Source: an optimization exercise on an open RTL-to-GDS flow (aim: small area, a short achievable clock period and few clock cycles per item). Production flows keep margins and buffers that such runs may drop. For this run, only the layout was checked, not whether the RTL still works. Power and IR drop assume default switching activity.

==> flow/design.v <==
`timescale 1ns/1ps
`default_nettype none
package isa_pkg;
    typedef logic [4:0] reg_idx_t;
    typedef struct packed {
        logic [5:0] opcode;
        reg_idx_t   rs;
        reg_idx_t   rt;
        reg_idx_t   rd;
        logic [4:0] shamt;
        logic [5:0] funct;
    } rtype_t;
    typedef struct packed {
        logic [5:0]  opcode;
        reg_idx_t    rs;
        reg_idx_t    rt;
        logic [15:0] imm;
    } itype_t;
    typedef struct packed {
        logic [5:0]  opcode;
        logic [25:0] target;
    } jtype_t;
    typedef enum logic [5:0] {
        OP_RTYPE = 6'h00,
        OP_J     = 6'h02,
        OP_BEQ   = 6'h04,
        OP_BNE   = 6'h05,
        OP_ADDIU = 6'h09,
        OP_LUI   = 6'h0f,
        OP_LW    = 6'h23,
        OP_SW    = 6'h2b
    } opcode_e;
    typedef enum logic [5:0] {
        FN_ADDU = 6'h21,
        FN_SUBU = 6'h23,
        FN_AND  = 6'h24,
        FN_OR   = 6'h25,
        FN_SLT  = 6'h2a
    } funct_e;
    typedef enum logic [2:0] {
        ALU_ADD,
        ALU_SUB,
        ALU_AND,
        ALU_OR,
        ALU_SLT,
        ALU_LUI
    } alu_op_e;
    typedef struct packed {
        logic    regwrite;
        logic    memread;
        logic    memwrite;
        logic    alusrc_imm;
        logic    regdst_rd;
        alu_op_e alu_op;
        logic    is_branch;
        logic    branch_ne;
        logic    is_jump;
    } ctrl_word;
endpackage
`default_nettype wire
`timescale 1ns/1ps
`default_nettype none
module regfile (
    input  logic               clk,
    input  logic               wen,
    input  logic [4:0]         waddr,
    input  logic [32-1:0] wdata,
    input  logic [4:0]         raddr_a,
    input  logic [4:0]         raddr_b,
    output logic [32-1:0] rdata_a,
    output logic [32-1:0] rdata_b
);
    logic [32-1:0] regs [1:32-1];
    always_ff @(posedge clk) begin
        if (wen && waddr != '0) begin
            regs[waddr] <= wdata;
        end
    end
    assign rdata_a = (raddr_a == '0) ? '0 : regs[raddr_a];
    assign rdata_b = (raddr_b == '0) ? '0 : regs[raddr_b];
endmodule
`default_nettype wire
`timescale 1ns/1ps
`default_nettype none
module datapath (
    input  logic               clk,
    input  logic               rst_n,
    input  logic [32-1:0] instr,
    input  logic [32-1:0] data_rdata,
    output logic [32-1:0] pc,
    output logic               data_req,
    output logic               data_wr,
    output logic [32-1:0] data_addr,
    output logic [32-1:0] data_wdata,
    output logic [32-1:0] debug_wb_pc,
    output logic               debug_rf_wen,
    output logic [4:0]         debug_rf_wnum,
    output logic [32-1:0] debug_rf_wdata
);
    logic [31:2] pc_q;
    logic [31:0] x_a, x_b;
    logic [25:0] x_ins;
    logic [31:2] x_pc;
    logic [4:0]  x_dst;
    logic        x_wr, x_ld, x_st, x_beq, x_bne, x_j;
    logic        x_imm, x_sub, x_s_add, x_s_and, x_s_or, x_s_slt, x_s_lui;
    logic        x_fa, x_fb;
    logic [31:0] m_res, m_sd;
    logic [31:2] m_pc;
    logic [4:0]  m_dst;
    logic        m_wr, m_ld, m_st;
    logic [31:0] w_data;
    logic [31:2] w_pc;
    logic [4:0]  w_dst;
    logic        w_wen;
    logic [31:0] m_val;
    assign m_val = m_ld ? data_rdata : m_res;
    assign data_req   = m_ld | m_st;
    assign data_wr    = m_st;
    assign data_addr  = m_res;
    assign data_wdata = m_sd;
    logic [5:0]  op, fn;
    logic [4:0]  rs, rt, rd, dst;
    logic        is_r, r_ok, d_addiu, d_lui, d_lw, d_sw, d_beq, d_bne, d_j;
    logic        f_fn_add, f_fn_sub, f_fn_and, f_fn_or, f_fn_slt;
    logic        d_wr, use_a, use_b;
    logic [31:0] rf_a, rf_b, rd_a, rd_b;
    assign op = instr[31:26];
    assign fn = instr[5:0];
    assign rs = instr[25:21];
    assign rt = instr[20:16];
    assign rd = instr[15:11];
    assign is_r     = (op == 6'h00);
    assign f_fn_add = is_r && (fn == 6'h21);
    assign f_fn_sub = is_r && (fn == 6'h23);
    assign f_fn_and = is_r && (fn == 6'h24);
    assign f_fn_or  = is_r && (fn == 6'h25);
    assign f_fn_slt = is_r && (fn == 6'h2a);
    assign r_ok     = f_fn_add | f_fn_sub | f_fn_and | f_fn_or | f_fn_slt;
    assign d_addiu  = (op == 6'h09);
    assign d_lui    = (op == 6'h0f);
    assign d_lw     = (op == 6'h23);
    assign d_sw     = (op == 6'h2b);
    assign d_beq    = (op == 6'h04);
    assign d_bne    = (op == 6'h05);
    assign d_j      = (op == 6'h02);
    assign dst   = is_r ? rd : rt;
    assign d_wr  = (r_ok | d_addiu | d_lui | d_lw) && (dst != 5'd0);
    assign use_a = r_ok | d_addiu | d_lw | d_sw | d_beq | d_bne;
    assign use_b = r_ok | d_sw | d_beq | d_bne;
    regfile u_regfile (
        .clk     (clk),
        .wen     (m_wr),
        .waddr   (m_dst),
        .wdata   (m_val),
        .raddr_a (rs),
        .raddr_b (rt),
        .rdata_a (rf_a),
        .rdata_b (rf_b)
    );
    assign rd_a = (m_wr && m_dst == rs) ? m_val : rf_a;
    assign rd_b = (m_wr && m_dst == rt) ? m_val : rf_b;
    logic [31:0] a, b, imm_sext, op2, addend, sum, res;
    logic        slt, eq, taken;
    logic [31:2] pc_inc, pc_br, pc_nxt;
    assign a        = x_fa ? m_val : x_a;
    assign b        = x_fb ? m_val : x_b;
    assign imm_sext = {{16{x_ins[15]}}, x_ins[15:0]};
    assign op2      = x_imm ? imm_sext : b;
    assign addend   = x_sub ? ~op2 : op2;
    assign sum      = a + addend + {31'd0, x_sub};
    assign slt      = (a[31] ^ b[31]) ? a[31] : sum[31];
    assign res = ({32{x_s_add}} & sum)
               | ({32{x_s_and}} & (a & b))
               | ({32{x_s_or}}  & (a | b))
               | ({32{x_s_slt}} & {31'd0, slt})
               | ({32{x_s_lui}} & {x_ins[15:0], 16'd0});
    assign eq    = (a == b);
    assign taken = (x_beq & eq) | (x_bne & ~eq);
    assign pc_inc = pc_q + 30'd1;
    assign pc_br  = pc_q + {{14{x_ins[15]}}, x_ins[15:0]};
    assign pc_nxt = x_j   ? {pc_q[31:28], x_ins[25:0]} :
                    taken ? pc_br : pc_inc;
    always_ff @(posedge clk) begin
        if (!rst_n) begin
            pc_q    <= '0;
            x_wr    <= 1'b0;
            x_ld    <= 1'b0;
            x_st    <= 1'b0;
            x_beq   <= 1'b0;
            x_bne   <= 1'b0;
            x_j     <= 1'b0;
            m_wr    <= 1'b0;
            m_ld    <= 1'b0;
            m_st    <= 1'b0;
            w_wen   <= 1'b0;
        end else begin
            pc_q    <= pc_nxt;
            x_wr    <= d_wr;
            x_ld    <= d_lw;
            x_st    <= d_sw;
            x_beq   <= d_beq;
            x_bne   <= d_bne;
            x_j     <= d_j;
            m_wr    <= x_wr;
            m_ld    <= x_ld;
            m_st    <= x_st;
            w_wen   <= m_wr;
        end
    end
    always_ff @(posedge clk) begin
        x_a     <= rd_a;
        x_b     <= rd_b;
        x_ins   <= instr[25:0];
        x_pc    <= pc_q;
        x_dst   <= dst;
        x_imm   <= ~is_r;
        x_sub   <= f_fn_sub | f_fn_slt;
        x_s_add <= f_fn_add | f_fn_sub | d_addiu | d_lw | d_sw;
        x_s_and <= f_fn_and;
        x_s_or  <= f_fn_or;
        x_s_slt <= f_fn_slt;
        x_s_lui <= d_lui;
        x_fa    <= use_a && x_wr && (x_dst == rs);
        x_fb    <= use_b && x_wr && (x_dst == rt);
        m_res   <= res;
        m_sd    <= b;
        m_pc    <= x_pc;
        m_dst   <= x_dst;
        w_data  <= m_val;
        w_pc    <= m_pc;
        w_dst   <= m_dst;
    end
    assign pc             = {pc_q, 2'b00};
    assign debug_wb_pc    = {w_pc, 2'b00};
    assign debug_rf_wen   = w_wen;
    assign debug_rf_wnum  = w_dst;
    assign debug_rf_wdata = w_data;
endmodule
`default_nettype wire
==> flow/run.sh <==
#!/bin/bash
# synth_recipe.tcl (not shown) runs the flow's synth.tcl, then flattens the netlist and writes it again
# the make line also repeats each setting of config.mk as NAME=value (left out here)
make -C /OpenROAD-flow-scripts/flow DESIGN_CONFIG=/design/flow/config.mk WORK_HOME=/design/flow/orfs CLKGATE_MAP_FILE= SYNTH_SCRIPT=/design/flow/synth_recipe.tcl finish
==> flow/config.mk <==
export PLATFORM = sky130hd
export DESIGN_NAME = datapath
export DESIGN_NICKNAME = datapath
export VERILOG_FILES = /design/flow/design.v
export SDC_FILE = /design/flow/constraint.sdc
export NUM_CORES = 4
export LEC_CHECK = 0
export CAP_MARGIN = 20
export CORE_MARGIN = 2
export CORE_UTILIZATION = 40
export SETUP_SLACK_MARGIN = 0.2
export SLEW_MARGIN = 20
==> flow/constraint.sdc <==
create_clock -name core_clock -period 8.5 [get_ports {clk}]
set_input_delay 1.7000 -clock core_clock [delete_from_list [all_inputs] [get_ports {clk}]]
set_output_delay 1.7000 -clock core_clock [all_outputs]
set_load 0.01 [all_outputs]
==> flow_summary_export.csv <==
group,metric,value,unit
outcome,status,"finished clean",
logic_synthesis,ys_seq_area_share,60.1,%
floorplan,rows,143,
logic_synthesis,synth_compound_area_share,8.55,%
logic_synthesis,synthAdderAreaFrac,2.59,%
critical_path,worst_setup_path_start_kind,"input pin",
place,gp_congestion,0.893,
logic_synthesis,yosys_register_bits,1332,
floorplan,die_area,0.155,mm^2
global_route,globalRouteOverflowTotal,0,
floorplan,dieHeight,394,um
power,p_leak,24.8,nW
clock_tree,clkTransAtPathRegs,60,ps
critical_path,required,9170,ps
timing,finalHoldViolCount,0,
logic_synthesis,ys_types,76,
logic_synthesis,synth_edf_count,992,
timing,final_max_slew_viol_count,0,
clock_tree,cts_buffers,148,
logic_synthesis,synth-xor-area-share,1.42,%
clock_tree,cts.repair.resized,0,
global_route,globalRouteMet1Util,33.2,%
run,max_cap_viol_count,0,
drt,drt_iter0_markers,4937,
logic_synthesis,synth_top_area_share,48.9,%
timing,worst_slew_pin_slew,1190,ps
global_route,use_met3,7.47,%
logic_synthesis,yosys-top-cells-area,"edfxtp_1 49%, mux4_2 14%, dfxtp_1 11%",
critical_path,crit_type,"input pin to flip-flop",
place,hpwl,119000,um
timing,worst_slack,1680,ps
critical_path,cpMaxStageDelayCell,"nor4_1",
timing,rsz0062_at_grt,"false",
clock_tree,htreeDepth,4,
timing,finalHoldWorstSlack,319,ps
critical_path,path_max_fanout,16,
cells_and_area,syn_to_final_growth,16.0,%
logic_synthesis,synth_area_per_cell,14.7,um^2
global_route,antenna_found_initial,13,
logic_synthesis,synth_top_cell_by_area,"edfxtp_1",
timing,fin_setup_tns,0,ps
global_route,track_usage,25.0,%
global_route,use_met2,37.9,%
logic_synthesis,synth_area,0.0609,mm^2
clock_tree,cts_setup_buffers,0,
cells_and_area,layout.nets,4525,
drt,detail-route-antenna-nets,0,
drt,drt-total-wl,197000,um
place,port_buffers,229,
clock_tree,clockBufferDepth,3,
drt,vias_per_cell,6.05,
drt,via_count,39200,
cells_and_area,drive_above_1_share,17.5,%
place,detailedPlace.worstSlack,1020,ps
timing,period_needed,6820,ps
power,powerDensity,209,mW/mm^2
critical_path,slowest_delay,770,ps
clock_tree,clockRootBuffer,"clkbuf_16",
logic_synthesis,yosys_most_used_dff,"edfxtp_1",
global_route,grt_pass1_vias,38400,
global_route,busiest_layer,"met2",
logic_synthesis,synthCells,4131,
logic_synthesis,async_flop_share,0,%
hold_path,hold_path_class,"flip-flop to flip-flop",
drt,drc,0,
clock_tree,clock_latency,800,ps
drt,wire_per_inst,30.4,um
critical_path,crit_path_cell_trace,"clkdlybuf4s50_1 -> mux2i_1 -> nor2_1 -> a21oi_1 -> ha_1 -> nor4_1 -> nand4_1 -> nor2_1 -> mux2i_1 -> buf_4 -> or2_2 -> ha_1 -> inv_1 -> fa_1 -> nor2b_1 -> o31a_1 -> o31ai_1 -> a21o_1 -> a21oi_1 -> o22ai_1 -> o21ai_1 -> o22a_1 -> o311ai_1",
floorplan,start_util,40.2,%
critical_path,worstPathArrival,7490,ps
clock_tree,cts_tree,"yes",
critical_path,end_kind,"flip-flop",
floorplan,fp.dieW,394,um
clock_tree,clock-sinks,1332,
floorplan,io_pins,234,
timing,post-route-period-util,80.2,%
timing,finalSetupViolations,0,
global_route,grt_max_degree,128,
place,dpl-instance-area,0.0658,mm^2
drt,drtPass1Iterations,6,
logic_synthesis,synth_simple_gate_area_share,4.77,%
timing,final.setup_skew,27.6,ps
power,ir_drop,0.210,mV
logic_synthesis,muxShareOfSynthArea,20.0,%
cells_and_area,fin_area,0.0707,mm^2
power,power,14.8,mW
clock_tree,hold_buffers,0,
global_route,grt_first_pass_wirelength,279000,um
logic_synthesis,synth_top_family_by_area,"multiplexers",
logic_synthesis,ys_warn_count,2,
timing,max_slew_margin,20.2,%
timing,fmax,0.147,GHz
floorplan,fp.coreArea,0.152,mm^2
## stage by stage
stage | utilization (%) | std cells
5_1_grt | 46.6 | 6483
3_5_place_dp | 43.4 | 6210
6_report | 46.6 | 6486
4_1_cts | 46.6 | 6479
2_1_floorplan | - | 4134
3_3_place_gp | 43.4 | 6205
## final cells by class
cell class,count,area [um^2]
sequential,1332,36600
timing repair buffer,333,3240
inverter,113,424
multi-input combinational,2406,23100
clock inverter,54,568
tap,2030,2540
clock buffer,215,4200
fill,13100,80900
antenna,3,7.51
## layer usage
| metal | vias up | part of all wire (%) |
|---|---|---|
| met5 | - | 0.095 |
| met4 | 12 | 4.6 |
| met3 | 427 | 11 |
| met2 | 2044 | 45 |
| met1 | 20100 | 40 |
| li1 | 16700 | - |
## Yosys cell counts, types with 6 or more instances
| cell type | count |
|---|---|
| edfxtp_1 | 992 |
| mux4_2 | 385 |
| mux2i_1 | 344 |
| dfxtp_1 | 340 |
| nor2_1 | 262 |
| a21oi_1 | 207 |
| clkbuf_1 | 190 |
| nand2_1 | 184 |
| o21ai_0 | 138 |
| ha_1 | 123 |
| inv_1 | 109 |
| a22oi_1 | 102 |
| o211ai_1 | 65 |
| xor2_1 | 64 |
| nand3_1 | 63 |
| a211oi_1 | 60 |
| a21o_1 | 59 |
| buf_1 | 52 |
| a221oi_1 | 48 |
| buf_2 | 36 |
| xnor2_1 | 35 |
| nor2b_1 | 25 |
| nand2b_1 | 20 |
| nor3_1 | 18 |
| nor4_1 | 18 |
| o21a_1 | 15 |
| o221ai_1 | 15 |
| o21ai_1 | 13 |
| nand4_1 | 12 |
| o22ai_1 | 10 |
| o31ai_1 | 9 |
| and2_1 | 8 |
| a31oi_1 | 7 |
| o21bai_1 | 7 |
| nor3b_1 | 6 |
| or3_1 | 6 |
## worst max-delay path, delay by kind of cell
kind	cells	cell delay [ps]
AO/OA/AOI/OAI	9	2260
adder cells (fa/ha/maj)	3	670
buffers and inverters	3	680
multiplexers	2	480
AND/OR/NAND/NOR	6	1700
## cell usage in the layout, fill, tap and decap left out, types with 64 or more instances in the layout
master	count
edfxtp_1	992
mux4_2	385
mux2i_1	344
dfxtp_1	336
nor2_1	232
clkdlybuf4s50_1	219
a21oi_1	207
nand2_1	184
clkbuf_16	151
o21ai_0	138
ha_1	123
inv_1	105
a22oi_1	102
buf_4	92
o211ai_1	65
xor2_1	64
## cell families (layout without fill, tap and decap cells)
| group | count (synthesis) | in the layout |
|---|---|---|
| flip-flops | 1332 | 1332 |
| AO/OA/AOI/OAI | 791 | 791 |
| multiplexers | 736 | 736 |
| AND/OR/NAND/NOR | 651 | 651 |
| buffers and inverters | 396 | 715 |
| adder cells (fa/ha/maj) | 125 | 125 |
| XOR/XNOR | 99 | 99 |
| other | 1 | 7 |
## sequential cells by signal, indices dropped and copies added (netlist names), 5 cells and up
| signal | cells |
|---|---|
| x_a | 32 |
| m_pc | 30 |
| m_dst | 5 |
| w_dst | 5 |
| x_b | 32 |
| w_pc | 30 |
| x_dst | 5 |
| w_data | 32 |
| x_pc | 30 |
| x_ins | 26 |
| m_sd | 32 |
| pc_q | 30 |
| m_res | 32 |
| u_regfile.regs | 992 |
## worst paths after layout
check                 startpoint        to  slack (ps)  depth (start not counted)
setup reg to reg            m_ld  pc_q[30]        1930                         23
hold / removal          m_pc[27]  w_pc[27]         320                          0
hold reg to reg         m_pc[27]  w_pc[27]         320                          0
setup / recovery  data_rdata[19]  pc_q[30]        1680                         23
## power by group
group	internal, mW	switching (mW)
logic	0.532	0.856
clock network	3.68	2.61
registers	7.04	0.0546
total	11.3	3.52

[afterwards: timing with drivers on the ports]
No port has a modelled driver above. Below, the same layout with a new extraction and two added sets of constraints.
Step 1 assumes that a clkbuf_16 drives the clock port and a buf_2 every other input.
Step 2, shift: input delay + t, output delay - t, t = (earliest + latest rising clock arrival at the registers) / 2. This alone moves slack from input paths to output paths.
Slacks: ideal ports / drivers / drivers and shift; pairs: ideal ports / drivers.
shift t [ns]: 0.866
setup slack, ns: 1.679 / 1.729 / 0.863
worst hold slack (ns): 0.319 / 0.319 / 0.319
worst setup path after step 2: input to register
After both steps setup and hold are still met in this run. The setup slack of this run moves by +0.050 ns with the drivers and by -0.816 ns with both steps.
